This design comes from an exercise in tuning for small area, a short achievable clock period and few clock cycles per item on the open sky130 flow, not from production work.
Where RTL was checked, it was by simulation tests only, not by an equivalence proof against the original.
For runs 1, 3 and 4, only the layout was checked, not whether the RTL still works.
Power figures rest on the tool's default switching activity, not on a simulated workload.

--- flow/run.sh ---
#!/bin/bash
# synth_recipe.tcl (not shown) runs the flow's synth.tcl, then flattens the netlist and writes it again
# the make line also repeats each setting of config.mk as NAME=value (left out here)
make -C /OpenROAD-flow-scripts/flow DESIGN_CONFIG=/design/flow/config.mk WORK_HOME=/design/flow/orfs CLKGATE_MAP_FILE= SYNTH_SCRIPT=/design/flow/synth_recipe.tcl finish
--- flow/config.mk ---
export PLATFORM = sky130hd
export DESIGN_NAME = bitmap_block_allocator_top
export DESIGN_NICKNAME = bitmap_block_allocator_top
export VERILOG_FILES = /design/flow/design.v
export SDC_FILE = /design/flow/constraint.sdc
export NUM_CORES = 4
export LEC_CHECK = 0
export CAP_MARGIN = 20
export CORE_MARGIN = 2
export CORE_UTILIZATION = 40
export PLACE_DENSITY = 0.6
export SLEW_MARGIN = 20
--- flow/constraint.sdc ---
create_clock -name core_clock -period 8.5 [get_ports {clk_i}]
set_input_delay 1.7000 -clock core_clock [delete_from_list [all_inputs] [get_ports {clk_i}]]
set_output_delay 1.7000 -clock core_clock [all_outputs]
set_load 0.01 [all_outputs]
--- flow/design.v ---
package bba_pkg;
  localparam int BlockIdW = 11;
  localparam int GrantW   = 10;
  localparam int WordW    = 32;
  localparam int BitIdxW  = 5;
  localparam logic FUNC_ALLOC = 1'b0;
  localparam logic FUNC_FREE  = 1'b1;
  localparam logic [1:0] ST_OK      = 2'd0;
  localparam logic [1:0] ST_NO_FREE = 2'd1;
  localparam logic [1:0] ST_RANGE   = 2'd2;
  typedef enum logic [1:0] {
    CMD_ALLOC  = 2'd0,
    CMD_FREE   = 2'd1,
    CMD_REJECT = 2'd2
  } cmd_kind_e;
  typedef struct packed {
    logic                func;
    logic [BlockIdW-1:0] block_id;
  } in_t;
  typedef struct packed {
    logic [GrantW-1:0] granted_block;
    logic [1:0]        status;
  } out_t;
  typedef struct packed {
    cmd_kind_e           kind;
    logic [31:0]         word_oh;
    logic [BitIdxW-1:0]  bit_idx;
  } cmd_t;
endpackage
module bba_front #(
  parameter int TOTAL_BLOCKS = 1024
) (
  input  logic [bba_pkg::BlockIdW-1:0] data_start_i,
  input  bba_pkg::in_t                 in_data_i,
  output bba_pkg::cmd_t                cmd_o
);
  localparam int BlockIdW = bba_pkg::BlockIdW;
  localparam int LimW = $clog2(TOTAL_BLOCKS + 1);
  localparam int CmpW = (LimW > BlockIdW) ? LimW : BlockIdW;
  logic                in_range;
  logic [BlockIdW-1:0] offset;
  assign in_range = (in_data_i.block_id >= data_start_i) &&
                    (CmpW'(in_data_i.block_id) < CmpW'(TOTAL_BLOCKS));
  assign offset   = in_data_i.block_id - data_start_i;
  always_comb begin
    for (int i = 0; i < 32; i++) begin
      cmd_o.word_oh[i] = (offset[9:5] == 5'(i));
    end
    cmd_o.bit_idx = offset[4:0];
    if (in_data_i.func == bba_pkg::FUNC_ALLOC) begin
      cmd_o.kind = bba_pkg::CMD_ALLOC;
    end else if (in_range) begin
      cmd_o.kind = bba_pkg::CMD_FREE;
    end else begin
      cmd_o.kind = bba_pkg::CMD_REJECT;
    end
  end
endmodule
module bba_cmd_fifo (
  input  logic clk_i,
  input  logic rst_ni,
  input  logic hold_i,         
  input  logic room_i,         
  input  logic push_valid_i,
  output logic push_ready_o,
  input  bba_pkg::cmd_t push_data_i,
  output logic pop_valid_o,
  output bba_pkg::cmd_t pop_data_o
);
  bba_pkg::cmd_t                ent_q;
  logic                         vld_q;
  logic                         push;
  assign push_ready_o = !hold_i && (!vld_q || room_i);
  assign push         = push_valid_i && push_ready_o;
  assign pop_valid_o  = vld_q;
  assign pop_data_o   = ent_q;
  always_ff @(posedge clk_i or negedge rst_ni) begin
    if (!rst_ni) begin
      vld_q <= 1'b0;
    end else if (push) begin
      vld_q <= 1'b1;
    end else if (room_i) begin
      vld_q <= 1'b0;
    end
  end
  always_ff @(posedge clk_i) begin
    if (push) begin
      ent_q <= push_data_i;
    end
  end
endmodule
module bba_back (
  input  logic                         clk_i,
  input  logic                         rst_ni,
  input  logic [bba_pkg::BlockIdW-1:0] data_start_i,
  input  logic                         cmd_valid_i,
  input  bba_pkg::cmd_t                cmd_i,
  output logic                         room_o,
  output logic                         clr_busy_o,
  output logic                         out_valid_o,
  input  logic                         out_ready_i,
  output logic [bba_pkg::GrantW+1:0]   out_data_o
);
  localparam int GrantW  = bba_pkg::GrantW;
  localparam int WordW   = bba_pkg::WordW;
  localparam int BitIdxW = bba_pkg::BitIdxW;
  localparam int NWords  = 32;
  localparam int WW      = 5;
  localparam int RespW   = GrantW + 2;
  function automatic logic [NWords-1:0] lowest_one(input logic [NWords-1:0] v);
    logic [NWords-1:0] below;
    below = '0;
    for (int i = 1; i < NWords; i++) begin
      below[i] = below[i-1] | v[i-1];
    end
    lowest_one = v & ~below;
  endfunction
  function automatic logic [WW-1:0] enc32(input logic [31:0] oh);
    logic [WW-1:0] r;
    r = '0;
    for (int i = 0; i < 32; i++) begin
      if (oh[i]) r = r | WW'(i);
    end
    enc32 = r;
  endfunction
  logic [NWords*WordW-1:0] mem_q;
  logic [NWords-1:0]       full_q, full_d;
  logic [NWords-1:0]       first_q, first_d;
  logic                    clr_q;
  logic [NWords-1:0]  wvalid, lastw;
  logic [WordW-1:0]   bmask;
  logic [WW-1:0]      lw_idx;
  logic [BitIdxW-1:0] lb_idx;
  assign lw_idx = ~data_start_i[9:5];
  assign lb_idx = ~data_start_i[4:0];
  always_comb begin
    for (int i = 0; i < NWords; i++) begin
      wvalid[i] = !data_start_i[10] && (WW'(i) <= lw_idx);
      lastw[i]  = !data_start_i[10] && (WW'(i) == lw_idx);
    end
    for (int i = 0; i < WordW; i++) begin
      bmask[i] = (BitIdxW'(i) <= lb_idx);
    end
  end
  logic                 go, is_alloc, is_free;
  logic [NWords-1:0]    sel, we;
  logic [WordW-1:0]     fb_oh;
  logic [WordW-1:0]     rdata, rmask, zero_oh, wdata, wdata_op;
  logic                 any_first, is_last, hit, word_full;
  logic [NWords-1:0]    avail, second;
  assign is_alloc = (cmd_i.kind == bba_pkg::CMD_ALLOC);
  assign is_free  = (cmd_i.kind == bba_pkg::CMD_FREE);
  always_comb begin
    for (int i = 0; i < WordW; i++) begin
      fb_oh[i] = (cmd_i.bit_idx == BitIdxW'(i));
    end
  end
  assign sel = is_alloc ? first_q : cmd_i.word_oh;
  always_comb begin
    rdata = '0;
    for (int i = 0; i < NWords; i++) begin
      rdata = rdata | (mem_q[i*WordW +: WordW] & {WordW{sel[i]}});
    end
  end
  assign any_first = |first_q;
  assign is_last   = |(first_q & lastw);
  assign rmask     = rdata | (is_last ? ~bmask : '0);
  assign zero_oh   = lowest_one(~rmask);
  assign hit       = any_first && !(&rmask);
  assign wdata_op  = is_alloc ? (rdata | zero_oh) : (rdata & ~fb_oh);
  assign word_full = &(rdata | zero_oh);
  always_comb begin
    for (int i = 0; i < NWords; i++) begin
      we[i] = clr_q ||
              (go && is_alloc && hit && first_q[i]) ||
              (go && is_free && cmd_i.word_oh[i]);
    end
  end
  assign wdata = clr_q ? '0 : wdata_op;
  always_comb begin
    for (int i = 0; i < NWords; i++) begin
      full_d[i] = we[i] ? (!clr_q && is_alloc && word_full) : full_q[i];
    end
  end
  assign avail  = ~full_q & wvalid;
  assign second = lowest_one(avail & ~first_q);
  always_comb begin
    first_d = first_q;
    if (!go) begin
      first_d = lowest_one(avail);
    end else if (is_alloc) begin
      if (hit && word_full) first_d = second;
    end else if (is_free) begin
      first_d = lowest_one(first_q | cmd_i.word_oh);
    end
  end
  always_ff @(posedge clk_i) begin
    for (int i = 0; i < NWords; i++) begin
      if (we[i]) mem_q[i*WordW +: WordW] <= wdata;
    end
    full_q  <= full_d;
    first_q <= first_d;
  end
  always_ff @(posedge clk_i or negedge rst_ni) begin
    if (!rst_ni) begin
      clr_q <= 1'b1;
    end else begin
      clr_q <= 1'b0;
    end
  end
  assign clr_busy_o = clr_q;
  logic             res_v_q;
  logic             res_g_q;
  logic [1:0]       res_st_q;
  logic [WW-1:0]    res_w_q;
  logic [BitIdxW-1:0] res_b_q;
  logic [RespW-1:0] resp;
  logic [GrantW-1:0] grant;
  logic [1:0]       cnt_q, cnt_d;
  logic [RespW-1:0] head_q, tail_q;
  logic             push, pop;
  assign push   = res_v_q && (cnt_q != 2'd2);
  assign pop    = (cnt_q != 2'd0) && out_ready_i;
  assign room_o = !clr_q && (!res_v_q || (cnt_q != 2'd2));
  assign go     = cmd_valid_i && room_o;
  always_ff @(posedge clk_i or negedge rst_ni) begin
    if (!rst_ni) begin
      res_v_q <= 1'b0;
    end else if (go) begin
      res_v_q <= 1'b1;
    end else if (push) begin
      res_v_q <= 1'b0;
    end
  end
  always_ff @(posedge clk_i) begin
    if (go) begin
      res_w_q <= enc32(first_q);
      res_b_q <= enc32(zero_oh);
      res_g_q <= is_alloc && hit;
      if (is_alloc) begin
        res_st_q <= hit ? bba_pkg::ST_OK : bba_pkg::ST_NO_FREE;
      end else if (is_free) begin
        res_st_q <= bba_pkg::ST_OK;
      end else begin
        res_st_q <= bba_pkg::ST_RANGE;
      end
    end
  end
  assign grant = res_g_q ?
                 GrantW'(data_start_i[9:0] + {res_w_q, res_b_q}) : '0;
  assign resp  = {grant, res_st_q};
  always_comb begin
    cnt_d = cnt_q;
    if (push && !pop) cnt_d = cnt_q + 2'd1;
    else if (pop && !push) cnt_d = cnt_q - 2'd1;
  end
  always_ff @(posedge clk_i or negedge rst_ni) begin
    if (!rst_ni) begin
      cnt_q <= 2'd0;
    end else begin
      cnt_q <= cnt_d;
    end
  end
  always_ff @(posedge clk_i) begin
    if (pop) begin
      head_q <= (cnt_q == 2'd2) ? tail_q : resp;
    end else if (push && cnt_q == 2'd0) begin
      head_q <= resp;
    end
    if (push && (cnt_q - 2'(pop)) == 2'd1) begin
      tail_q <= resp;
    end
  end
  assign out_valid_o = (cnt_q != 2'd0);
  assign out_data_o  = head_q;
endmodule
module bitmap_block_allocator_top #(
  parameter int TOTAL_BLOCKS = 1024
) (
  input  logic                clk_i,
  input  logic                rst_ni,
  input  logic                cfg_we_i,
  input  logic [bba_pkg::BlockIdW-1:0] cfg_wdata_i,
  input  logic                in_valid_i,
  output logic                in_ready_o,
  input  logic [bba_pkg::BlockIdW:0]   in_data_i,
  output logic                out_valid_o,
  input  logic                out_ready_i,
  output logic [bba_pkg::GrantW+1:0]   out_data_o
);
  localparam int BlockIdW = bba_pkg::BlockIdW;
  logic [BlockIdW-1:0] data_start_q;
  bba_pkg::cmd_t       front_cmd;
  bba_pkg::cmd_t       q_cmd;
  logic                q_valid, room, clr_busy;
  always_ff @(posedge clk_i or negedge rst_ni) begin
    if (!rst_ni) begin
      data_start_q <= '0;
    end else if (cfg_we_i) begin
      data_start_q <= cfg_wdata_i;
    end
  end
  bba_front #(
    .TOTAL_BLOCKS(TOTAL_BLOCKS)
  ) u_front (
    .data_start_i(data_start_q),
    .in_data_i   (in_data_i),
    .cmd_o       (front_cmd)
  );
  bba_cmd_fifo u_fifo (
    .clk_i       (clk_i),
    .rst_ni      (rst_ni),
    .hold_i      (clr_busy),
    .room_i      (room),
    .push_valid_i(in_valid_i),
    .push_ready_o(in_ready_o),
    .push_data_i (front_cmd),
    .pop_valid_o (q_valid),
    .pop_data_o  (q_cmd)
  );
  bba_back u_back (
    .clk_i       (clk_i),
    .rst_ni      (rst_ni),
    .data_start_i(data_start_q),
    .cmd_valid_i (q_valid),
    .cmd_i       (q_cmd),
    .room_o      (room),
    .clr_busy_o  (clr_busy),
    .out_valid_o (out_valid_o),
    .out_ready_i (out_ready_i),
    .out_data_o  (out_data_o)
  );
endmodule
==> results of run 1 <==
final cells by class:
cell class | count | area, um2
timing repair buffer | 233 | 2125
fill | 10790 | 66310
sequential | 1180 | 35360
multi-input combinational | 2198 | 14220
inverter | 48 | 180.2
clock buffer | 141 | 3007
antenna | 8 | 20.02
clock inverter | 73 | 844.6
tap | 1637 | 2048
worst max-delay path by stage:
stage,to,slack [ns]
floorplan,u_back.first_q[0]$_DFFE_PP_,2.04
global placement,u_back.mem_q[317]$_DFFE_PP_,1.23
detailed placement,u_back.mem_q[317]$_DFFE_PP_,1.32
CTS,u_back.mem_q[293]$_DFFE_PP_,1.30
global route,u_back.mem_q[292]$_DFFE_PP_,1.02
finish,u_back.mem_q[317]$_DFFE_PP_,0.88
layout by cell type, fill, tap and decap left out, types with 67 or more instances in the layout:
cell	instances
nand4_1	140
a21oi_1	67
nand3_1	71
clkbuf_16	116
nor2_1	167
edfxtp_1	1164
buf_4	169
o21ai_0	562
nand2_1	131
o21a_1	166
a22oi_1	181
sequential cells by signal, indices dropped and copies added, names as in the netlist:
| register | cells |
|---|---|
| u_back.res_g_q | 1 |
| u_back.res_w_q | 5 |
| u_back.res_v_q | 1 |
| u_back.mem_q | 1024 |
| u_back.first_q | 32 |
| u_back.res_b_q | 5 |
| u_back.full_q | 32 |
| u_fifo.ent_q | 39 |
| u_fifo.vld_q | 1 |
| data_start_q | 11 |
| u_back.clr_q | 1 |
| u_back.tail_q | 12 |
| u_back.res_st_q | 2 |
| u_back.head_q | 12 |
| u_back.cnt_q | 2 |
logic make-up after synthesis:
family / synth area share (%)
flops: 70.50
other cells: 0.007478
buf+inv: 2.285
simple gates: 9.892
xor+xnor: 0.3493
mux: 0.5239
fa+ha+maj: 0.6287
compound gates: 15.81
power breakdown:
| group | internal (mW) | leakage [nW] | switching (mW) | total [mW] |
|---|---|---|---|---|
| registers | 6.93 | 11.7 | 0.231 | 7.16 |
| clock network | 2.93 | 1.87 | 2.34 | 5.27 |
| logic | 0.546 | 5.78 | 1.48 | 2.02 |
routing by layer:
layer | track usage, % | up-vias | routed length (um) | share of wire, %
met5 | 0 | - | 34 | 0.016
met4 | 16.44 | 4 | 12360 | 5.9
met3 | 10.34 | 646 | 31530 | 15
met2 | 46.36 | 3469 | 88700 | 42
met1 | 43.29 | 18980 | 76520 | 37
li1 | - | 14900 | - | -
metrics by stage:
step	setup WS (ns)	util (%)	power, mW	hold WS (ns)	std cells
final	0.8795	46.57	14.45	0.4495	5518
after global routing	1.018	46.56	14.75	0.4531	5510
after CTS	1.296	46.50	14.35	0.4483	5507
after detailed placement	1.322	43.39	9.193	0.4346	5293
after global placement	1.228	43.38	9.186	0.4395	5292
after floorplan	2.040	-	8.158	0.4222	3657
==> out/qor.yml, run 1 <==
drive_gt1_share_pct: 14.30
grt_max_degree: 45
syn_area_mm2: 0.05015
grt_pass1_vias: 34560
syn-num-nets: 3709
portBuffers: 41
vias: 38010
drc: 0
crit_family: "compound AO/OA/AOI/OAI gates"
synth_commonest_cells: "edfxtp_1 (1164), o21ai_0 (563), a22oi_1 (181)"
cp_common_cell: "buf_4"
crit_type: "reg -> reg"
fmax_ghz: 0.1312
synthFlopType: "edfxtp_1"
synth_area_leaders: "edfxtp_1 (70%), o21ai_0 (5.6%), a22oi_1 (2.7%)"
cp.required_ns: 8.93
syn_to_final_growth_pct: 15.27
reg2reg_slack_ns: 0.88
status: "timing/DRC/antenna clean"
whs_path_depth: 0
postRouteAntennaNets: 0
cts_setup_buffers: 0
hp-class: "reg -> reg"
nets: 3829
slowest_stage: "nor4_1"
synth_top_area_share_pct: 69.70
cts_root_buf: "clkbuf_16"
final-max-slew-violation-count: 0
crit_buf_inv: 5
fp.dieH_um: 358.1
synth_area_leader_cell: "edfxtp_1"
core_mm2: 0.1241
gr-total-overflow: 0
end_kind: "flip-flop"
cts_max_level: 3
hold_start: "u_back.res_st_q[0]$_SDFFCE_PN0P_"
peakVddDrop_v: 0.0001819
clk_pin_slew_ns: 0.06
stdcell_area_mm2: 0.05781
slew_headroom_pct: 13.81
drt_pass1_iterations: 6
wl_um: 209100
syn_area_per_cell_um2: 13.71
ioPinCount: 42
antenna_found_initial: 6
dieArea_mm2: 0.1282
dpl.hpwl_um: 133200
cts_hold_buf: 0
yosysMostFrequentCell: "edfxtp_1"
yosysWarnings: 4
synth.ff_latch_count: 1180
initial_core_util_pct: 40.40
cts_tree: "yes"
cts_buffers: 116
hold_viol_final: 0
fin_skew_ns: 0.06259
synth_edf_count: 1164
worstPathMaxFanout: 32
powerDensity_mw_per_mm2: 250.0
vias_per_cell: 6.887
rows: 129
cts_buffer_depth: 3
worst_skew_pair.late_latency_ns: 0.79
grt_util_all_layers_pct: 32.08
grt_pass1_wl_um: 283500
synth-seq-area-share_pct: 70.50
syn_inst: 3657
cp.depth: 17
first_iter_violations: 7030
grt_setup_unrepaired: "false"
cap_viol_max_count: 0
whs_endpoint: "u_back.tail_q[0]$_DFFE_PP_"
place_area_mm2: 0.05386
path_cells: "buf_4 -> o21a_1 -> o21ai_0 -> nand4_1 -> nor4_1 -> o211ai_1 -> o2111a_1 -> nand4_1 -> buf_4 -> nor2_1 -> nand3_1 -> o41ai_2 -> buf_4 -> nor3_4 -> buf_4 -> a221o_2 -> buf_4"
worstReg2RegStart: "u_fifo.ent_q[37]$_SDFFCE_PN0P_"
period_minus_slack_ns: 7.621
max_slew.worst_pin.slew_ns: 1.281
critPathArrivalTime_ns: 8.05
final.period_utilization_pct: 89.65
setup_viol: 0
r2r_end: "u_back.mem_q[317]$_DFFE_PP_"
cts-resized-gates: 0
die_x_um: 358.1
yosysUniqueCellTypes: 94
worstSetupStartpoint: "u_fifo.ent_q[37]$_SDFFCE_PN0P_"
power.leakage_nw: 19.33
cts.sinks: 1180
tns_ns: 0
slowest_delay_ns: 1.07
start_kind: "flip-flop"
synthArstFlopShare_pct: 1.356
r2r_cells: 17
wire_per_inst_um: 37.90
gp_congestion: 0.9863
==> run 2, diff against run 1 <==
--- a/flow/design.v
+++ b/flow/design.v
@@ -147,7 +147,7 @@
   logic [WordW-1:0]     fb_oh;
   logic [WordW-1:0]     rdata, rmask, zero_oh, wdata, wdata_op;
   logic                 any_first, is_last, hit, word_full;
-  logic [NWords-1:0]    avail, second;
+  logic [NWords-1:0]    avail, pe_keep, pe_next;
   assign is_alloc = (cmd_i.kind == bba_pkg::CMD_ALLOC);
   assign is_free  = (cmd_i.kind == bba_pkg::CMD_FREE);
   always_comb begin
@@ -176,24 +176,16 @@
               (go && is_free && cmd_i.word_oh[i]);
     end
   end
-  assign wdata = clr_q ? '0 : wdata_op;
+  assign wdata = wdata_op & {WordW{!clr_q}};
   always_comb begin
     for (int i = 0; i < NWords; i++) begin
       full_d[i] = we[i] ? (!clr_q && is_alloc && word_full) : full_q[i];
     end
   end
-  assign avail  = ~full_q & wvalid;
-  assign second = lowest_one(avail & ~first_q);
-  always_comb begin
-    first_d = first_q;
-    if (!go) begin
-      first_d = lowest_one(avail);
-    end else if (is_alloc) begin
-      if (hit && word_full) first_d = second;
-    end else if (is_free) begin
-      first_d = lowest_one(first_q | cmd_i.word_oh);
-    end
-  end
+  assign avail   = ~full_q & wvalid;
+  assign pe_keep = lowest_one(avail | ((go && is_free) ? cmd_i.word_oh : '0));
+  assign pe_next = lowest_one(avail & ~first_q);
+  assign first_d = (go && is_alloc && hit && word_full) ? pe_next : pe_keep;
   always_ff @(posedge clk_i) begin
     for (int i = 0; i < NWords; i++) begin
       if (we[i]) mem_q[i*WordW +: WordW] <= wdata;
==> run 2 against run 1 <==
Effect of this change:
- still clean on timing, DRC and antenna
- maximum frequency grew 4.1%
- core utilization is essentially flat
- hold slack improved by 0.041 ns
- via count down 2.2%
- clock power increased by 4%
- sequential power decreased by 1%
- total power is 0.83% lower
- highest routed layer unchanged
==> out/qor.yml, run 2 <==
syn_inst: 3560  # was 3657
peakVddDrop_v: 0.0001733  # was 0.0001819 V
gp_congestion: 0.9795  # was 0.9863
cts_buffer_depth: 3  # unchanged
fmax_ghz: 0.1366  # was 0.1312 GHz
synth-seq-area-share_pct: 69.90  # was 70.50%
fp.dieH_um: 358.0  # was 358.1 um
grt_pass1_wl_um: 282800  # was 283500 um
syn-num-nets: 3612  # was 3709
grt_util_all_layers_pct: 31.93  # was 32.08%
portBuffers: 41  # unchanged
cp_common_cell: "buf_4"  # unchanged
yosysUniqueCellTypes: 102  # was 94
synth_commonest_cells: "edfxtp_1 (1132), o21ai_0 (385), a22oi_1 (228)"  # was edfxtp_1 (1164), o21ai_0 (563), a22oi_1 (181)
status: "timing/DRC/antenna clean"  # unchanged
whs_path_depth: 0  # unchanged
synth_area_leaders: "edfxtp_1 (68%), o21ai_0 (3.8%), a22oi_1 (3.4%)"  # was edfxtp_1 (70%), o21ai_0 (5.6%), a22oi_1 (2.7%)
grt_setup_unrepaired: "false"  # unchanged
final_common_cell: "edfxtp_1"  # unchanged
gr-total-overflow: 0  # unchanged
syn_to_final_growth_pct: 15.21  # was 15.27%
fillers: 10910  # was 10790
hold_viol_final: 0  # unchanged
antenna_found_initial: 8  # was 6
crit_type: "reg -> reg"  # unchanged
r2r_cells: 14  # was 17
cts.sinks: 1180  # unchanged
powerDensity_mw_per_mm2: 248.2  # was 250.0 mW/mm2
largest_register: "u_back.mem_q"  # unchanged
core_mm2: 0.1240  # was 0.1241 mm2
end_kind: "flip-flop"  # unchanged
slowest_stage: "nor4_2"  # was nor4_1
worstPathMaxFanout: 67  # was 32
yosysWarnings: 4  # unchanged
nets: 3789  # was 3829
first_iter_violations: 6871  # was 7030
die_x_um: 358.0  # was 358.1 um
final_cell_mix: "edfxtp_1 (1132), o21ai_0 (385), a22oi_1 (228)"  # was edfxtp_1 (1164), o21ai_0 (562), a22oi_1 (181)
synthFlopType: "edfxtp_1"  # unchanged
hp-class: "reg -> reg"  # unchanged
start_kind: "flip-flop"  # unchanged
dieArea_mm2: 0.1282  # about the same
rows: 129  # unchanged
drive_gt1_share_pct: 15.31  # was 14.30%
max_slew.worst_pin.slew_ns: 1.243  # was 1.281 ns
drt_pass1_iterations: 8  # was 6
cts_hold_buf: 0  # unchanged
cts_max_level: 3  # unchanged
syn_area_per_cell_um2: 14.08  # was 13.71 um2
met1_length_um: 75700  # was 76520 um
dr_wl_met2_um: 89980  # was 88700 um
reg.largest.list: "u_back.mem_q (1024), u_fifo.ent_q (39)"  # unchanged
synth_area_leader_cell: "edfxtp_1"  # unchanged
path_cells: "buf_12 -> o21a_1 -> or2_1 -> a2111oi_0 -> nand4_1 -> nor4_2 -> a222oi_1 -> nand3_2 -> nor4_4 -> and2_1 -> a21oi_4 -> buf_4 -> a221o_2 -> buf_4"  # was buf_4 -> o21a_1 -> o21ai_0 -> nand4_1 -> nor4_1 -> o211ai_1 -> o2111a_1 -> nand4_1 -> buf_4 -> nor2_1 -> nand3_1 -> o41ai_2 -> buf_4 -> nor3_4 -> buf_4 -> a221o_2 -> buf_4
ioPinCount: 42  # unchanged
grt_max_degree: 68  # was 45
clk_pin_slew_ns: 0.06  # about the same
critPathArrivalTime_ns: 7.70  # was 8.05 ns
cts_setup_buffers: 0  # unchanged
setup_viol: 0  # unchanged
vias: 37180  # was 38010
final-max-slew-violation-count: 0  # unchanged
tns_ns: 0  # unchanged
initial_core_util_pct: 40.43  # was 40.40%
worst_skew_pair.late_latency_ns: 0.77  # was 0.79 ns
wl_met3_um: 30050  # was 31530 um
cts-resized-gates: 0  # unchanged
grt_pass1_vias: 34330  # was 34560
fin_skew_ns: 0.05557  # was 0.06259 ns
wire_per_inst_um: 37.92  # was 37.90 um
largest_register_ffs: 1024  # unchanged
postRouteAntennaNets: 0  # unchanged
utilization_pct: 46.58  # was 46.57%
cts_buffers: 118  # was 116
period_minus_slack_ns: 7.323  # was 7.621 ns
cts_tree: "yes"  # unchanged
power.leakage_nw: 19.63  # was 19.33 nW
vias_per_cell: 6.783  # was 6.887
drc: 0  # unchanged
cap_viol_max_count: 0  # unchanged
synth_top_area_share_pct: 67.82  # was 69.70%
cp.required_ns: 8.87  # was 8.93 ns
cts_root_buf: "clkbuf_16"  # unchanged
slew_headroom_pct: 16.43  # was 13.81%
synth.ff_latch_count: 1180  # unchanged
final.period_utilization_pct: 86.15  # was 89.65%
slowest_delay_ns: 1.13  # was 1.07 ns
yosysMostFrequentCell: "edfxtp_1"  # unchanged
wl_um: 207800  # was 209100 um
synth_edf_count: 1132  # was 1164
synthArstFlopShare_pct: 1.356  # unchanged
syn_area_mm2: 0.05012  # was 0.05015 mm2
top_layer_used: "met5"  # unchanged
dpl.hpwl_um: 132900  # was 133200 um
run 2: cell types whose count changed after synthesis, moves of 32 or more:
| cell | before | now |
|---|---|---|
| a22oi_1 | 181 | 228 |
| buf_2 | 40 | 75 |
| clkbuf_1 | 177 | 94 |
| dfxtp_1 | 0 | 32 |
| edfxtp_1 | 1164 | 1132 |
| nand4_1 | 140 | 99 |
| o21a_1 | 167 | 222 |
| o21ai_0 | 563 | 385 |
run 2: worst max-delay path, delay by kind of cell (launching register included):
kind                   cells  cell delay (ns)
buffers and inverters      3             1.11
and+or+nand+nor            6             2.52
AOI/OAI and AO/OA          5             2.72
DFF                        1             0.41
run 2: power by group:
group          total, mW  switching, mW  internal [mW]
logic               1.78           1.30          0.487
clock network       5.46           2.34           3.12
registers           7.09          0.194           6.89
run 2: path summary, 6_finish.rpt:
path,end,slack [ns],startpoint
max,u_back.full_q[2]$_DFFE_PP_,1.18,u_fifo.ent_q[37]$_SDFFCE_PN0P_
min,u_back.tail_q[0]$_DFFE_PP_,0.49,u_back.res_st_q[0]$_SDFFCE_PN0P_
max reg2reg,u_back.full_q[2]$_DFFE_PP_,1.18,u_fifo.ent_q[37]$_SDFFCE_PN0P_
min reg2reg,u_back.tail_q[0]$_DFFE_PP_,0.49,u_back.res_st_q[0]$_SDFFCE_PN0P_
max in group asynchronous,u_back.cnt_q[0]$_DFFE_PN0P_,6.60,rst_ni
min in group asynchronous,data_start_q[1]$_DFFE_PN0P_,1.40,rst_ni
run 2: layout make-up:
class                   count  area (um2)  area share [%]
diodes                      4       10.01         0.01733
inverters                  39       146.4          0.2535
multi-input cells        2124       14230           24.64
flip-flops and latches   1180       35040           60.68
clock inverters            83       963.4           1.668
repair buffers            274        2250           3.896
well taps                1637        2048           3.547
clock buffers             140        3057           5.294
run 2: logic make-up after synthesis:
logic type	synth area share, %
buffers and inverters	2.504
and+or+nand+nor	9.623
muxes	0.9735
AOI/OAI and AO/OA	15.94
other	0.007482
adders and majority gates	0.6291
DFF	69.90
xor gates and xnor gates	0.4194
run 2: stage by stage:
| stage | std cells | instance area (um2) | worst slack, ns | total power, mW | hold WS (ns) |
|---|---|---|---|---|---|
| 2_1_floorplan | 3560 | 50120 | 3.177 | 8.006 | 0.4222 |
| 3_3_place_gp | 5252 | 53640 | 1.360 | 8.893 | 0.4721 |
| 3_5_place_dp | 5254 | 53710 | 1.503 | 8.907 | 0.4742 |
| 4_1_cts | 5477 | 57730 | 1.511 | 14.26 | 0.4832 |
| 5_1_grt | 5477 | 57730 | 1.193 | 14.64 | 0.4934 |
| 6_report | 5481 | 57740 | 1.177 | 14.33 | 0.4909 |
run 2: routing by layer:
layer,track usage (%),vias up
li1,-,14580
met1,42.40,18690
met2,47.41,3284
met3,10.02,618
met4,15.76,4
met5,0,-
Testbench counts of run 2, summed over its fixed seeds: cycles 11,232, items 11,200.
==> run 3, diff against run 2 <==
--- a/flow/design.v
+++ b/flow/design.v
@@ -60,17 +60,17 @@
   input  logic clk_i,
   input  logic rst_ni,
   input  logic hold_i,         
-  input  logic room_i,         
+  input  logic pop_ready_i,    
   input  logic push_valid_i,
   output logic push_ready_o,
-  input  bba_pkg::cmd_t push_data_i,
+  input  bba_pkg::in_t  push_data_i,
   output logic pop_valid_o,
-  output bba_pkg::cmd_t pop_data_o
+  output bba_pkg::in_t  pop_data_o
 );
-  bba_pkg::cmd_t                ent_q;
-  logic                         vld_q;
-  logic                         push;
-  assign push_ready_o = !hold_i && (!vld_q || room_i);
+  bba_pkg::in_t ent_q;
+  logic         vld_q;
+  logic         push;
+  assign push_ready_o = !hold_i && (!vld_q || pop_ready_i);
   assign push         = push_valid_i && push_ready_o;
   assign pop_valid_o  = vld_q;
   assign pop_data_o   = ent_q;
@@ -79,7 +79,7 @@
       vld_q <= 1'b0;
     end else if (push) begin
       vld_q <= 1'b1;
-    end else if (room_i) begin
+    end else if (pop_ready_i) begin
       vld_q <= 1'b0;
     end
   end
@@ -93,9 +93,9 @@
   input  logic                         clk_i,
   input  logic                         rst_ni,
   input  logic [bba_pkg::BlockIdW-1:0] data_start_i,
-  input  logic                         cmd_valid_i,
-  input  bba_pkg::cmd_t                cmd_i,
-  output logic                         room_o,
+  input  logic                         new_valid_i,
+  input  bba_pkg::cmd_t                new_cmd_i,
+  output logic                         take_o,
   output logic                         clr_busy_o,
   output logic                         out_valid_o,
   input  logic                         out_ready_i,
@@ -142,24 +142,58 @@
       bmask[i] = (BitIdxW'(i) <= lb_idx);
     end
   end
-  logic                 go, is_alloc, is_free;
-  logic [NWords-1:0]    sel, we;
+  logic                 go, room, load, is_alloc, is_free;
+  logic                 cmd_v_q;
+  bba_pkg::cmd_kind_e   kind_q;
+  logic [BitIdxW-1:0]   fb_q;
+  logic [NWords-1:0]    sel_q, sel_d, we;
   logic [WordW-1:0]     fb_oh;
   logic [WordW-1:0]     rdata, rmask, zero_oh, wdata, wdata_op;
   logic                 any_first, is_last, hit, word_full;
   logic [NWords-1:0]    avail, pe_keep, pe_next;
-  assign is_alloc = (cmd_i.kind == bba_pkg::CMD_ALLOC);
-  assign is_free  = (cmd_i.kind == bba_pkg::CMD_FREE);
+  assign is_alloc = (kind_q == bba_pkg::CMD_ALLOC);
+  assign is_free  = (kind_q == bba_pkg::CMD_FREE);
+  assign go       = cmd_v_q && room;
+  assign take_o   = !clr_q && (!cmd_v_q || room);
+  assign load     = new_valid_i && take_o;
   always_comb begin
     for (int i = 0; i < WordW; i++) begin
-      fb_oh[i] = (cmd_i.bit_idx == BitIdxW'(i));
+      fb_oh[i] = (fb_q == BitIdxW'(i));
     end
   end
-  assign sel = is_alloc ? first_q : cmd_i.word_oh;
+  always_comb begin
+    if (load) begin
+      if (new_cmd_i.kind == bba_pkg::CMD_ALLOC) begin
+        sel_d = first_d;
+      end else if (new_cmd_i.kind == bba_pkg::CMD_FREE) begin
+        sel_d = new_cmd_i.word_oh;
+      end else begin
+        sel_d = '0;
+      end
+    end else begin
+      sel_d = is_alloc ? first_d : sel_q;
+    end
+  end
+  always_ff @(posedge clk_i or negedge rst_ni) begin
+    if (!rst_ni) begin
+      cmd_v_q <= 1'b0;
+    end else if (load) begin
+      cmd_v_q <= 1'b1;
+    end else if (go) begin
+      cmd_v_q <= 1'b0;
+    end
+  end
+  always_ff @(posedge clk_i) begin
+    if (load) begin
+      kind_q <= new_cmd_i.kind;
+      fb_q   <= new_cmd_i.bit_idx;
+    end
+    sel_q <= sel_d;
+  end
   always_comb begin
     rdata = '0;
     for (int i = 0; i < NWords; i++) begin
-      rdata = rdata | (mem_q[i*WordW +: WordW] & {WordW{sel[i]}});
+      rdata = rdata | (mem_q[i*WordW +: WordW] & {WordW{sel_q[i]}});
     end
   end
   assign any_first = |first_q;
@@ -171,9 +205,7 @@
   assign word_full = &(rdata | zero_oh);
   always_comb begin
     for (int i = 0; i < NWords; i++) begin
-      we[i] = clr_q ||
-              (go && is_alloc && hit && first_q[i]) ||
-              (go && is_free && cmd_i.word_oh[i]);
+      we[i] = clr_q || (go && sel_q[i]);
     end
   end
   assign wdata = wdata_op & {WordW{!clr_q}};
@@ -183,9 +215,9 @@
     end
   end
   assign avail   = ~full_q & wvalid;
-  assign pe_keep = lowest_one(avail | ((go && is_free) ? cmd_i.word_oh : '0));
+  assign pe_keep = lowest_one(avail | ((go && is_free) ? sel_q : '0));
   assign pe_next = lowest_one(avail & ~first_q);
-  assign first_d = (go && is_alloc && hit && word_full) ? pe_next : pe_keep;
+  assign first_d = (go && is_alloc && word_full) ? pe_next : pe_keep;
   always_ff @(posedge clk_i) begin
     for (int i = 0; i < NWords; i++) begin
       if (we[i]) mem_q[i*WordW +: WordW] <= wdata;
@@ -213,8 +245,7 @@
   logic             push, pop;
   assign push   = res_v_q && (cnt_q != 2'd2);
   assign pop    = (cnt_q != 2'd0) && out_ready_i;
-  assign room_o = !clr_q && (!res_v_q || (cnt_q != 2'd2));
-  assign go     = cmd_valid_i && room_o;
+  assign room   = !clr_q && (!res_v_q || (cnt_q != 2'd2));
   always_ff @(posedge clk_i or negedge rst_ni) begin
     if (!rst_ni) begin
       res_v_q <= 1'b0;
@@ -282,9 +313,9 @@
 );
   localparam int BlockIdW = bba_pkg::BlockIdW;
   logic [BlockIdW-1:0] data_start_q;
+  bba_pkg::in_t        q_req;
   bba_pkg::cmd_t       front_cmd;
-  bba_pkg::cmd_t       q_cmd;
-  logic                q_valid, room, clr_busy;
+  logic                q_valid, take, clr_busy;
   always_ff @(posedge clk_i or negedge rst_ni) begin
     if (!rst_ni) begin
       data_start_q <= '0;
@@ -292,31 +323,31 @@
       data_start_q <= cfg_wdata_i;
     end
   end
-  bba_front #(
-    .TOTAL_BLOCKS(TOTAL_BLOCKS)
-  ) u_front (
-    .data_start_i(data_start_q),
-    .in_data_i   (in_data_i),
-    .cmd_o       (front_cmd)
-  );
   bba_cmd_fifo u_fifo (
     .clk_i       (clk_i),
     .rst_ni      (rst_ni),
     .hold_i      (clr_busy),
-    .room_i      (room),
+    .pop_ready_i (take),
     .push_valid_i(in_valid_i),
     .push_ready_o(in_ready_o),
-    .push_data_i (front_cmd),
+    .push_data_i (in_data_i),
     .pop_valid_o (q_valid),
-    .pop_data_o  (q_cmd)
+    .pop_data_o  (q_req)
+  );
+  bba_front #(
+    .TOTAL_BLOCKS(TOTAL_BLOCKS)
+  ) u_front (
+    .data_start_i(data_start_q),
+    .in_data_i   (q_req),
+    .cmd_o       (front_cmd)
   );
   bba_back u_back (
     .clk_i       (clk_i),
     .rst_ni      (rst_ni),
     .data_start_i(data_start_q),
-    .cmd_valid_i (q_valid),
-    .cmd_i       (q_cmd),
-    .room_o      (room),
+    .new_valid_i (q_valid),
+    .new_cmd_i   (front_cmd),
+    .take_o      (take),
     .clr_busy_o  (clr_busy),
     .out_valid_o (out_valid_o),
     .out_ready_i (out_ready_i),
--- a/flow/config.mk
+++ b/flow/config.mk
@@ -7,6 +7,8 @@
 export LEC_CHECK = 0
 export CAP_MARGIN = 20
 export CORE_MARGIN = 2
-export CORE_UTILIZATION = 40
-export PLACE_DENSITY = 0.6
+export CORE_UTILIZATION = 30
+export CTS_BUF_LIST = sky130_fd_sc_hd__clkbuf_4 sky130_fd_sc_hd__clkbuf_8
+export PLACE_DENSITY = 0.55
+export SETUP_SLACK_MARGIN = 4.0
 export SLEW_MARGIN = 20
==> run 3 against run 2 <==
Effect of this change:
- largest power group unchanged
- total power decreased by 1.5%
- sequential share of layout area is 1.9 points higher
- hold slack got worse by 0.024 ns
==> out/qor.yml, run 3 <==
setup_slack_ns: 3.368  # was 1.177 ns
r2r_cells: 17  # was 14
utilization_pct: 35.77  # was 46.58%
worstPathMaxFanout: 13  # was 67
synth.ff_latch_count: 1193  # was 1180
whs_endpoint: "u_back.tail_q[1]$_DFFE_PP_"  # was u_back.tail_q[0]$_DFFE_PP_
grt_util_all_layers_pct: 22.38  # was 31.93%
synth_area_leaders: "edfxtp_1 (72%), a22oi_1 (7.8%), nand4_1 (1.7%)"  # was edfxtp_1 (68%), o21ai_0 (3.8%), a22oi_1 (3.4%)
synth_commonest_cells: "edfxtp_1 (1144), a22oi_1 (496), nor2_1 (144)"  # was edfxtp_1 (1132), o21ai_0 (385), a22oi_1 (228)
r2r_end: "u_back.sel_q[27]$_DFFE_PP_"  # was u_back.full_q[2]$_DFFE_PP_
crit_family: "simple AND/OR/NAND/NOR gates"  # was compound AO/OA/AOI/OAI gates
fillers: 14930  # was 10910
powerDensity_mw_per_mm2: 249.2  # was 248.2 mW/mm2
yosysMostFrequentCell: "edfxtp_1"  # unchanged
yosysWarnings: 4  # unchanged
final.period_utilization_pct: 60.38  # was 86.15%
postRouteAntennaNets: 0  # unchanged
largest_register: "u_back.mem_q"  # unchanged
start_kind: "flip-flop"  # unchanged
vias_per_cell: 5.946  # was 6.783
synth_area_leader_cell: "edfxtp_1"  # unchanged
clk_pin_slew_ns: 0.07  # was 0.06 ns
largest_register_ffs: 1024  # unchanged
initial_core_util_pct: 30.21  # was 40.43%
final-max-slew-violation-count: 0  # unchanged
multi_input_area_mm2: 0.01201  # was 0.01423 mm2
core_mm2: 0.1584  # was 0.1240 mm2
syn_to_final_growth_pct: 18.40  # was 15.21%
cts_tree: "yes"  # unchanged
fmax_ghz: 0.1948  # was 0.1366 GHz
syn-num-nets: 3167  # was 3612
syn_area_mm2: 0.04785  # was 0.05012 mm2
period_minus_slack_ns: 5.132  # was 7.323 ns
vias: 33300  # was 37180
cts_max_level: 4  # was 3
crit_type: "reg -> reg"  # unchanged
grt_pass1_vias: 31490  # was 34330
peakVddDrop_v: 0.0001300  # was 0.0001733 V
slowest_delay_ns: 0.62  # was 1.13 ns
dpl.hpwl_um: 107800  # was 132900 um
cts_buffers: 189  # was 118
worstSetupStartpoint: "u_back.sel_q[23]$_DFFE_PP_"  # was u_fifo.ent_q[37]$_SDFFCE_PN0P_
crit_buf_inv: 4  # was 3
worst_skew_pair.late_latency_ns: 0.96  # was 0.77 ns
cp_common_cell: "nand3_1"  # was buf_4
drt_pass1_iterations: 8  # unchanged
power.leakage_nw: 19.43  # was 19.63 nW
synthFlopType: "edfxtp_1"  # unchanged
setup_viol: 0  # unchanged
syn_area_per_cell_um2: 15.36  # was 14.08 um2
gr-total-overflow: 0  # unchanged
dp_slack_ns: 2.309  # was 1.503 ns
fin_skew_ns: 0.08460  # was 0.05557 ns
end_kind: "flip-flop"  # unchanged
drive_gt1_share_pct: 20.78  # was 15.31%
ioPinCount: 42  # unchanged
final_cell_mix: "edfxtp_1 (1144), a22oi_1 (495), clkbuf_8 (192)"  # was edfxtp_1 (1132), o21ai_0 (385), a22oi_1 (228)
cts.sinks: 1193  # was 1180
worstReg2RegStart: "u_back.sel_q[23]$_DFFE_PP_"  # was u_fifo.ent_q[37]$_SDFFCE_PN0P_
final_common_cell: "edfxtp_1"  # unchanged
cap_viol_max_count: 0  # unchanged
synthArstFlopShare_pct: 1.425  # was 1.356%
yosysUniqueCellTypes: 100  # was 102
gp_congestion: 0.9703  # was 0.9795
synth_edf_count: 1144  # was 1132
wl_um: 188300  # was 207800 um
reg2reg_slack_ns: 3.37  # was 1.18 ns
syn_inst: 3115  # was 3560
tns_ns: 0  # unchanged
synth_top_area_share_pct: 71.80  # was 67.82%
path_cells: "buf_16 -> buf_4 -> buf_6 -> a22oi_1 -> nand4_1 -> nor2_1 -> nand2_1 -> nand3_1 -> a2111oi_4 -> nand3_1 -> nor2_2 -> a21oi_1 -> or4_4 -> or3_4 -> buf_12 -> mux2_4 -> o2bb2ai_1"  # was buf_12 -> o21a_1 -> or2_1 -> a2111oi_0 -> nand4_1 -> nor4_2 -> a222oi_1 -> nand3_2 -> nor4_4 -> and2_1 -> a21oi_4 -> buf_4 -> a221o_2 -> buf_4
slowest_stage: "or4_4"  # was nor4_2
p_total_mw: 14.12  # was 14.33 mW
fp.dieH_um: 403.4  # was 358.0 um
portBuffers: 41  # unchanged
whs_path_depth: 0  # unchanged
wire_per_inst_um: 33.62  # was 37.92 um
synth-seq-area-share_pct: 74.03  # was 69.90%
slew_headroom_pct: 27.54  # was 16.43%
drc: 0  # unchanged
regArea_mm2: 0.03544  # was 0.03504 mm2
cp.required_ns: 9.14  # was 8.87 ns
dieArea_mm2: 0.1627  # was 0.1282 mm2
hp-class: "reg -> reg"  # unchanged
grt_setup_unrepaired: "true"  # was false
die_x_um: 403.4  # was 358.0 um
rows: 146  # was 129
nets: 3428  # was 3789
cts_root_buf: "clkbuf_8"  # was clkbuf_16
antenna_found_initial: 4  # was 8
hold_start: "u_back.res_st_q[1]$_SDFFCE_PP0P_"  # was u_back.res_st_q[0]$_SDFFCE_PN0P_
hold_viol_final: 0  # unchanged
grt_max_degree: 43  # was 68
critPathArrivalTime_ns: 5.77  # was 7.70 ns
first_iter_violations: 4952  # was 6871
status: "timing/DRC/antenna clean"  # unchanged
cts_buffer_depth: 3  # unchanged
grt_pass1_wl_um: 255700  # was 282800 um
max_slew.worst_pin.slew_ns: 1.085  # was 1.243 ns
==> run 3: layout make-up <==
class                   count  share of cell area [%]
flip-flops and latches   1193                   62.56
multi-input cells        1680                   21.19
clock buffers             270                   5.687
repair buffers            264                   4.603
well taps                2072                   4.576
clock inverters            72                   1.042
inverters                  48                  0.3313
diodes                      1                0.004417
==> run 3: worst reg2reg max path, stage by stage (launching register included) <==
cell and delay [ns]:
edfxtp_1 0.45, buf_16 0.19, buf_4 0.28, buf_6 0.26, a22oi_1 0.13, nand4_1 0.17, nor2_1 0.14, nand2_1 0.27
nand3_1 0.24, a2111oi_4 0.46, nand3_1 0.23, nor2_2 0.26, a21oi_1 0.11, or4_4 0.62, or3_4 0.40, buf_12 0.18
mux2_4 0.32, o2bb2ai_1 0.15
==> run 3: timing repair <==
item                       in CTS  in global routing
hold buffers                    0                  0
cloned                          4                  3
setup endpoints to repair     837                395
buffers inserted               55                 14
gates resized for setup       120                 53
pin swaps                      14                  9
==> run 3: per-stage QoR <==
| step | instance area [um2] | std cells | hold slack, ns |
|---|---|---|---|
| final | 56650 | 5600 | 0.4672 |
| after global routing | 56650 | 5600 | 0.4740 |
| after CTS | 56190 | 5582 | 0.4635 |
| after detailed placement | 51320 | 5181 | 0.4471 |
| after global placement | 51290 | 5180 | 0.4358 |
| after floorplan | 47880 | 3115 | 0.4222 |
==> run 3: worst max path at each step <==
stage	to	depth (start not counted)
3_5_place_dp	u_back.sel_q[4]$_DFFE_PP_	14
2_1_floorplan	u_back.sel_q[3]$_DFFE_PP_	18
3_3_place_gp	u_back.sel_q[11]$_DFFE_PP_	14
5_1_grt	u_back.sel_q[4]$_DFFE_PP_	17
6_report	u_back.sel_q[27]$_DFFE_PP_	17
4_1_cts	u_back.sel_q[27]$_DFFE_PP_	14
==> run 3: report_power, final <==
group	internal [mW]	switching (mW)
logic	0.527	1.33
clock network	2.63	2.41
registers	7.03	0.189
==> run 3: cells by family (layout without fill, tap and decap cells) <==
| group | after synthesis | in the layout | share of synthesized area, % |
|---|---|---|---|
| mux | 48 | 48 | 1.117 |
| xor+xnor | 18 | 18 | 0.3295 |
| other cells | 1 | 2 | 0.007837 |
| flops | 1193 | 1193 | 74.03 |
| simple gates | 716 | 717 | 8.093 |
| fa+ha+maj | 24 | 24 | 0.6590 |
| compound gates | 872 | 872 | 13.44 |
| buf+inv | 243 | 654 | 2.333 |
==> run 3: layer usage <==
| metal | up-vias | wire length (um) | global-route usage [%] |
|---|---|---|---|
| met5 | - | 20 | 0 |
| met3 | 396 | 21990 | 5.163 |
| met4 | 2 | 7297 | 8.095 |
| met2 | 2405 | 84430 | 34.65 |
| li1 | 13250 | - | - |
| met1 | 17240 | 74540 | 30.69 |
==> run 4, diff against run 3 <==
--- a/flow/design.v
+++ b/flow/design.v
@@ -23,36 +23,55 @@
   } out_t;
   typedef struct packed {
     cmd_kind_e           kind;
-    logic [31:0]         word_oh;
-    logic [BitIdxW-1:0]  bit_idx;
+    logic [BlockIdW-2:0] offset;
   } cmd_t;
 endpackage
 module bba_front #(
   parameter int TOTAL_BLOCKS = 1024
 ) (
+  input  logic                         clk_i,
+  input  logic                         rst_ni,
   input  logic [bba_pkg::BlockIdW-1:0] data_start_i,
+  input  logic                         in_valid_i,
+  output logic                         in_ready_o,
   input  bba_pkg::in_t                 in_data_i,
+  output logic                         cmd_valid_o,
+  input  logic                         cmd_ready_i,
   output bba_pkg::cmd_t                cmd_o
 );
   localparam int BlockIdW = bba_pkg::BlockIdW;
   localparam int LimW = $clog2(TOTAL_BLOCKS + 1);
   localparam int CmpW = (LimW > BlockIdW) ? LimW : BlockIdW;
-  logic                in_range;
+  logic          in_range;
   logic [BlockIdW-1:0] offset;
+  bba_pkg::cmd_t cmd_d, cmd_q;
+  logic          vld_q;
   assign in_range = (in_data_i.block_id >= data_start_i) &&
                     (CmpW'(in_data_i.block_id) < CmpW'(TOTAL_BLOCKS));
   assign offset   = in_data_i.block_id - data_start_i;
   always_comb begin
-    for (int i = 0; i < 32; i++) begin
-      cmd_o.word_oh[i] = (offset[9:5] == 5'(i));
-    end
-    cmd_o.bit_idx = offset[4:0];
+    cmd_d.offset = offset[BlockIdW-2:0];
     if (in_data_i.func == bba_pkg::FUNC_ALLOC) begin
-      cmd_o.kind = bba_pkg::CMD_ALLOC;
+      cmd_d.kind = bba_pkg::CMD_ALLOC;
     end else if (in_range) begin
-      cmd_o.kind = bba_pkg::CMD_FREE;
+      cmd_d.kind = bba_pkg::CMD_FREE;
     end else begin
-      cmd_o.kind = bba_pkg::CMD_REJECT;
+      cmd_d.kind = bba_pkg::CMD_REJECT;
+    end
+  end
+  assign in_ready_o  = !vld_q || cmd_ready_i;
+  assign cmd_valid_o = vld_q;
+  assign cmd_o       = cmd_q;
+  always_ff @(posedge clk_i or negedge rst_ni) begin
+    if (!rst_ni) begin
+      vld_q <= 1'b0;
+    end else if (in_ready_o) begin
+      vld_q <= in_valid_i;
+    end
+  end
+  always_ff @(posedge clk_i) begin
+    if (in_valid_i && in_ready_o) begin
+      cmd_q <= cmd_d;
     end
   end
 endmodule
@@ -125,7 +144,7 @@
   endfunction
   logic [NWords*WordW-1:0] mem_q;
   logic [NWords-1:0]       full_q, full_d;
-  logic [NWords-1:0]       first_q, first_d;
+  logic [NWords-1:0]       first_d;
   logic                    clr_q;
   logic [NWords-1:0]  wvalid, lastw;
   logic [WordW-1:0]   bmask;
@@ -146,7 +165,7 @@
   logic                 cmd_v_q;
   bba_pkg::cmd_kind_e   kind_q;
   logic [BitIdxW-1:0]   fb_q;
-  logic [NWords-1:0]    sel_q, sel_d, we;
+  logic [NWords-1:0]    sel_q, sel_d, we, new_fw_oh;
   logic [WordW-1:0]     fb_oh;
   logic [WordW-1:0]     rdata, rmask, zero_oh, wdata, wdata_op;
   logic                 any_first, is_last, hit, word_full;
@@ -160,13 +179,16 @@
     for (int i = 0; i < WordW; i++) begin
       fb_oh[i] = (fb_q == BitIdxW'(i));
     end
+    for (int i = 0; i < NWords; i++) begin
+      new_fw_oh[i] = (new_cmd_i.offset[9:5] == WW'(i));
+    end
   end
   always_comb begin
     if (load) begin
       if (new_cmd_i.kind == bba_pkg::CMD_ALLOC) begin
         sel_d = first_d;
       end else if (new_cmd_i.kind == bba_pkg::CMD_FREE) begin
-        sel_d = new_cmd_i.word_oh;
+        sel_d = new_fw_oh;
       end else begin
         sel_d = '0;
       end
@@ -186,7 +208,7 @@
   always_ff @(posedge clk_i) begin
     if (load) begin
       kind_q <= new_cmd_i.kind;
-      fb_q   <= new_cmd_i.bit_idx;
+      fb_q   <= new_cmd_i.offset[4:0];
     end
     sel_q <= sel_d;
   end
@@ -196,8 +218,8 @@
       rdata = rdata | (mem_q[i*WordW +: WordW] & {WordW{sel_q[i]}});
     end
   end
-  assign any_first = |first_q;
-  assign is_last   = |(first_q & lastw);
+  assign any_first = |sel_q;
+  assign is_last   = |(sel_q & lastw);
   assign rmask     = rdata | (is_last ? ~bmask : '0);
   assign zero_oh   = lowest_one(~rmask);
   assign hit       = any_first && !(&rmask);
@@ -216,14 +238,13 @@
   end
   assign avail   = ~full_q & wvalid;
   assign pe_keep = lowest_one(avail | ((go && is_free) ? sel_q : '0));
-  assign pe_next = lowest_one(avail & ~first_q);
+  assign pe_next = lowest_one(avail & ~sel_q);
   assign first_d = (go && is_alloc && word_full) ? pe_next : pe_keep;
   always_ff @(posedge clk_i) begin
     for (int i = 0; i < NWords; i++) begin
       if (we[i]) mem_q[i*WordW +: WordW] <= wdata;
     end
     full_q  <= full_d;
-    first_q <= first_d;
   end
   always_ff @(posedge clk_i or negedge rst_ni) begin
     if (!rst_ni) begin
@@ -257,7 +278,7 @@
   end
   always_ff @(posedge clk_i) begin
     if (go) begin
-      res_w_q <= enc32(first_q);
+      res_w_q <= enc32(sel_q);
       res_b_q <= enc32(zero_oh);
       res_g_q <= is_alloc && hit;
       if (is_alloc) begin
@@ -315,7 +336,7 @@
   logic [BlockIdW-1:0] data_start_q;
   bba_pkg::in_t        q_req;
   bba_pkg::cmd_t       front_cmd;
-  logic                q_valid, take, clr_busy;
+  logic                q_valid, q_ready, c_valid, take, clr_busy;
   always_ff @(posedge clk_i or negedge rst_ni) begin
     if (!rst_ni) begin
       data_start_q <= '0;
@@ -327,7 +348,7 @@
     .clk_i       (clk_i),
     .rst_ni      (rst_ni),
     .hold_i      (clr_busy),
-    .pop_ready_i (take),
+    .pop_ready_i (q_ready),
     .push_valid_i(in_valid_i),
     .push_ready_o(in_ready_o),
     .push_data_i (in_data_i),
@@ -337,15 +358,21 @@
   bba_front #(
     .TOTAL_BLOCKS(TOTAL_BLOCKS)
   ) u_front (
+    .clk_i       (clk_i),
+    .rst_ni      (rst_ni),
     .data_start_i(data_start_q),
+    .in_valid_i  (q_valid),
+    .in_ready_o  (q_ready),
     .in_data_i   (q_req),
+    .cmd_valid_o (c_valid),
+    .cmd_ready_i (take),
     .cmd_o       (front_cmd)
   );
   bba_back u_back (
     .clk_i       (clk_i),
     .rst_ni      (rst_ni),
     .data_start_i(data_start_q),
-    .new_valid_i (q_valid),
+    .new_valid_i (c_valid),
     .new_cmd_i   (front_cmd),
     .take_o      (take),
     .clr_busy_o  (clr_busy),
==> run 4 against run 3 <==
Effect of this change:
- register-to-register slack better by 0.48 ns
- critical path depth rose by 1
- hold slack got worse by 0.036 ns
- critical endpoint is now u_back.sel_q[12]$_DFFE_PP_
==> out/qor.yml, run 4 <==
gp_congestion: 0.9729  # was 0.9703
worst_skew_pair.late_latency_ns: 0.97  # was 0.96 ns
synth_edf_count: 1156  # was 1144
cts.sinks: 1174  # was 1193
wl_um: 199100  # was 188300 um
syn_area_per_cell_um2: 15.17  # was 15.36 um2
setup_viol: 0  # unchanged
final-max-slew-violation-count: 0  # unchanged
core_mm2: 0.1564  # was 0.1584 mm2
setup_slack_ns: 3.846  # was 3.368 ns
die_x_um: 401.1  # was 403.4 um
reg.largest.list: "u_back.mem_q (1024), u_back.full_q (32), u_back.sel_q (32)"
ioPinCount: 42  # unchanged
p_seq_share_pct: 49.2  # was 51.2%
vias: 34460  # was 33300
synth-seq-area-share_pct: 74.34  # was 74.03%
dp_slack_ns: 1.870  # was 2.309 ns
yosysUniqueCellTypes: 99  # was 100
final.period_utilization_pct: 54.76  # was 60.38%
power.leakage_nw: 19.68  # was 19.43 nW
cts_buffer_depth: 3  # unchanged
p_int_mw: 10.32  # was 10.19 mW
grt_pass1_wl_um: 263700  # was 255700 um
cts_tree: "yes"  # unchanged
max_slew.worst_pin.slew_ns: 1.112  # was 1.085 ns
peakVddDrop_v: 0.0001605  # was 0.0001300 V
hold_viol_final: 0  # unchanged
largest_register_ffs: 1024  # unchanged
synth.ff_latch_count: 1174  # was 1193
largest_register: "u_back.mem_q"  # unchanged
multi_input_area_mm2: 0.01234  # was 0.01201 mm2
syn-num-nets: 3170  # was 3167
regArea_mm2: 0.03518  # was 0.03544 mm2
synth_area_leader_cell: "edfxtp_1"  # unchanged
p_sw_mw: 4.311  # was 3.930 mW
gr-total-overflow: 0  # unchanged
powerDensity_mw_per_mm2: 253.2  # was 249.2 mW/mm2
place_area_mm2: 0.05103  # was 0.05132 mm2
stdcell_area_mm2: 0.05779  # was 0.05665 mm2
met3_usage_pct: 6.090  # was 5.163%
nets: 3504  # was 3428
crit_family: "simple AND/OR/NAND/NOR gates"  # unchanged
grt_use_met1_pct: 31.58  # was 30.69%
slew_headroom_pct: 25.61  # was 27.54%
slowest_delay_ns: 0.54  # was 0.62 ns
drt_pass1_iterations: 8  # unchanged
critPathArrivalTime_ns: 5.34  # was 5.77 ns
crit_buf_inv: 5  # was 4
status: "timing/DRC/antenna clean"  # unchanged
portBuffers: 41  # unchanged
synthFlopType: "edfxtp_1"  # unchanged
dpl.hpwl_um: 97080  # was 107800 um
rows: 145  # was 146
grt_max_degree: 42  # was 43
met2_usage_pct: 35.01  # was 34.65%
fin_skew_ns: 0.06405  # was 0.08460 ns
crit_type: "reg -> reg"  # unchanged
synth_area_leaders: "edfxtp_1 (73%), a22oi_1 (8.1%), nand4_1 (1.9%)"  # was edfxtp_1 (72%), a22oi_1 (7.8%), nand4_1 (1.7%)
grt_util_all_layers_pct: 23.46  # was 22.38%
vias_per_cell: 6.092  # was 5.946
worstPathMaxFanout: 18  # was 13
p_total_mw: 14.63  # was 14.12 mW
dieArea_mm2: 0.1609  # was 0.1627 mm2
syn_inst: 3118  # was 3115
drive_gt1_share_pct: 22.15  # was 20.78%
clkPwrFrac_pct: 33.6  # was 35.7%
cp.required_ns: 9.18  # was 9.14 ns
cts_max_level: 4  # unchanged
drc: 0  # unchanged
cts_buffers: 191  # was 189
slowest_stage: "or4_4"  # unchanged
final_cell_mix: "edfxtp_1 (1156), a22oi_1 (510), clkbuf_8 (193)"  # was edfxtp_1 (1144), a22oi_1 (495), clkbuf_8 (192)
fillers: 14690  # was 14930
period_minus_slack_ns: 4.654  # was 5.132 ns
fmax_ghz: 0.2149  # was 0.1948 GHz
clk_pin_slew_ns: 0.07  # about the same
syn_to_final_growth_pct: 22.17  # was 18.40%
cts_root_buf: "clkbuf_8"  # unchanged
path_cells: "buf_12 -> buf_12 -> a22oi_1 -> nand4_1 -> nor4_4 -> buf_4 -> or2_2 -> a21boi_2 -> or2_4 -> nor4_4 -> a21oi_1 -> or4_4 -> nor4_4 -> buf_6 -> and2_4 -> buf_12 -> mux2i_1 -> o21ai_1"  # was buf_16 -> buf_4 -> buf_6 -> a22oi_1 -> nand4_1 -> nor2_1 -> nand2_1 -> nand3_1 -> a2111oi_4 -> nand3_1 -> nor2_2 -> a21oi_1 -> or4_4 -> or3_4 -> buf_12 -> mux2_4 -> o2bb2ai_1
cap_viol_max_count: 0  # unchanged
final_common_cell: "edfxtp_1"  # unchanged
start_kind: "flip-flop"  # unchanged
p_sw_share_pct: 29.46  # was 27.84%
initial_core_util_pct: 30.25  # was 30.21%
synthArstFlopShare_pct: 1.533  # was 1.425%
power_frac_comb_pct: 17.2  # was 13.2%
wire_per_inst_um: 35.19  # was 33.62 um
fp.dieH_um: 401.1  # was 403.4 um
hp-class: "reg -> reg"  # unchanged
grt_setup_unrepaired: "true"  # unchanged
yosysWarnings: 4  # unchanged
grt_pass1_vias: 32160  # was 31490
syn_area_mm2: 0.04731  # was 0.04785 mm2
synth_commonest_cells: "edfxtp_1 (1156), a22oi_1 (511), nor2_1 (162)"  # was edfxtp_1 (1144), a22oi_1 (496), nor2_1 (144)
tns_ns: 0  # unchanged
first_iter_violations: 5752  # was 4952
postRouteAntennaNets: 0  # unchanged
end_kind: "flip-flop"  # unchanged
yosysMostFrequentCell: "edfxtp_1"  # unchanged
busiest_layer: "met2"  # unchanged
antenna_found_initial: 7  # was 4
synth_top_area_share_pct: 73.38  # was 71.80%
[run 4: final cells by class]
type | instances | area share (%)
sequential | 1174 | 60.88
tap | 2058 | 4.456
antenna | 5 | 0.02165
clock inverter | 69 | 0.9245
multi-input combinational | 1716 | 21.36
inverter | 45 | 0.2966
clock buffer | 266 | 5.534
timing repair buffer | 324 | 6.530
[run 4: per-layer routing]
| layer | up-vias | routed length (um) |
|---|---|---|
| met5 | - | 41 |
| met4 | 6 | 10860 |
| met3 | 618 | 26380 |
| met2 | 2795 | 86040 |
| met1 | 17600 | 75760 |
| li1 | 13440 | - |
[run 4: logic make-up after synthesis]
| group | count (synthesis) | share of synthesized area [%] |
|---|---|---|
| compound gates | 879 | 13.39 |
| xor+xnor | 18 | 0.3333 |
| fa+ha+maj | 24 | 0.6665 |
| buf+inv | 236 | 2.108 |
| flops | 1174 | 74.34 |
| mux | 28 | 0.6850 |
| other cells | 1 | 0.007927 |
| simple gates | 758 | 8.474 |
[run 4: path summary, 6_finish.rpt]
kind	start	to	slack, ns	cells past startpoint
hold / removal	u_front.cmd_q[1]$_DFFE_PP_	u_back.fb_q[1]$_DFFE_PP_	0.43	0
setup reg to reg	u_back.sel_q[2]$_DFFE_PP_	u_back.sel_q[12]$_DFFE_PP_	3.85	18
setup / recovery	u_back.sel_q[2]$_DFFE_PP_	u_back.sel_q[12]$_DFFE_PP_	3.85	18
min in group asynchronous	rst_ni	u_back.res_v_q$_DFFE_PN0P_	1.33	1
max in group asynchronous	rst_ni	data_start_q[8]$_DFFE_PN0P_	6.41	1
hold reg to reg	u_front.cmd_q[1]$_DFFE_PP_	u_back.fb_q[1]$_DFFE_PP_	0.43	0
[run 4: worst reg2reg max path: stages (launching register included)]
cell	delay (ns)
edfxtp_1	0.39
buf_12	0.21
buf_12	0.23
a22oi_1	0.14
nand4_1	0.22
nor4_4	0.08
buf_4	0.17
or2_2	0.32
a21boi_2	0.18
or2_4	0.31
nor4_4	0.39
a21oi_1	0.15
or4_4	0.54
nor4_4	0.23
buf_6	0.20
and2_4	0.23
buf_12	0.13
mux2i_1	0.18
o21ai_1	0.08
[run 4: stage by stage]
| stage | cells | hold slack [ns] | utilization [%] |
|---|---|---|---|
| global route | 5654 | 0.4486 | 36.95 |
| floorplan | 3118 | 0.4003 | - |
| detailed placement | 5168 | 0.4045 | 32.63 |
| global placement | 5167 | 0.4043 | 32.61 |
| CTS | 5593 | 0.4336 | 36.30 |
| finish | 5657 | 0.4314 | 36.95 |
[run 4: power groups by stage]
stage	clock (mW)	combinational (mW)	sequential, mW
after floorplan	0	1.00	7.26
after global placement	0	1.98	7.30
after detailed placement	0	1.98	7.32
after CTS	4.97	2.31	7.19
after global routing	5.19	2.55	7.24
final	4.91	2.52	7.20
[run 4: timing repair]
action | in CTS | in global routing
setup endpoints to repair | 1024 | 96
gates resized for setup | 164 | 80
pin swaps | 35 | 40
setup buffers | 70 | 47
cloned | 20 | 11
hold buffers | 0 | 0

re-timing with driven ports:
Ports are ideal in the flow. The routed layouts listed here were re-timed in OpenROAD.
Step 1 (the two cells are an assumption about what drives the block):
set clk [get_ports {clk_i}]
set_driving_cell -lib_cell sky130_fd_sc_hd__clkbuf_16 $clk
set_driving_cell -lib_cell sky130_fd_sc_hd__buf_2 [delete_from_list [all_inputs] $clk]
Step 2 also shifts input and output timing later by t, the mid clock arrival at the registers, as if the neighbouring blocks saw the same clock.
Three values: ideal, step 1, step 2; two values: the first two.
run	t, ns	slack for setup (ns)	clock arrival spread, ns	worst data-port slew with drivers (ns)
run 1	0.825	0.879 / 0.879 / 0.879	0.062 / 0.062	0.06
run 2	0.821	1.177 / 1.177 / 1.177	0.057 / 0.057	0.05
run 3	0.996	3.368 / 3.368 / 3.368	0.084 / 0.085	0.14
run 4	1.014	3.846 / 3.846 / 3.846	0.064 / 0.064	0.05
After both steps setup and hold are still met in every run listed.
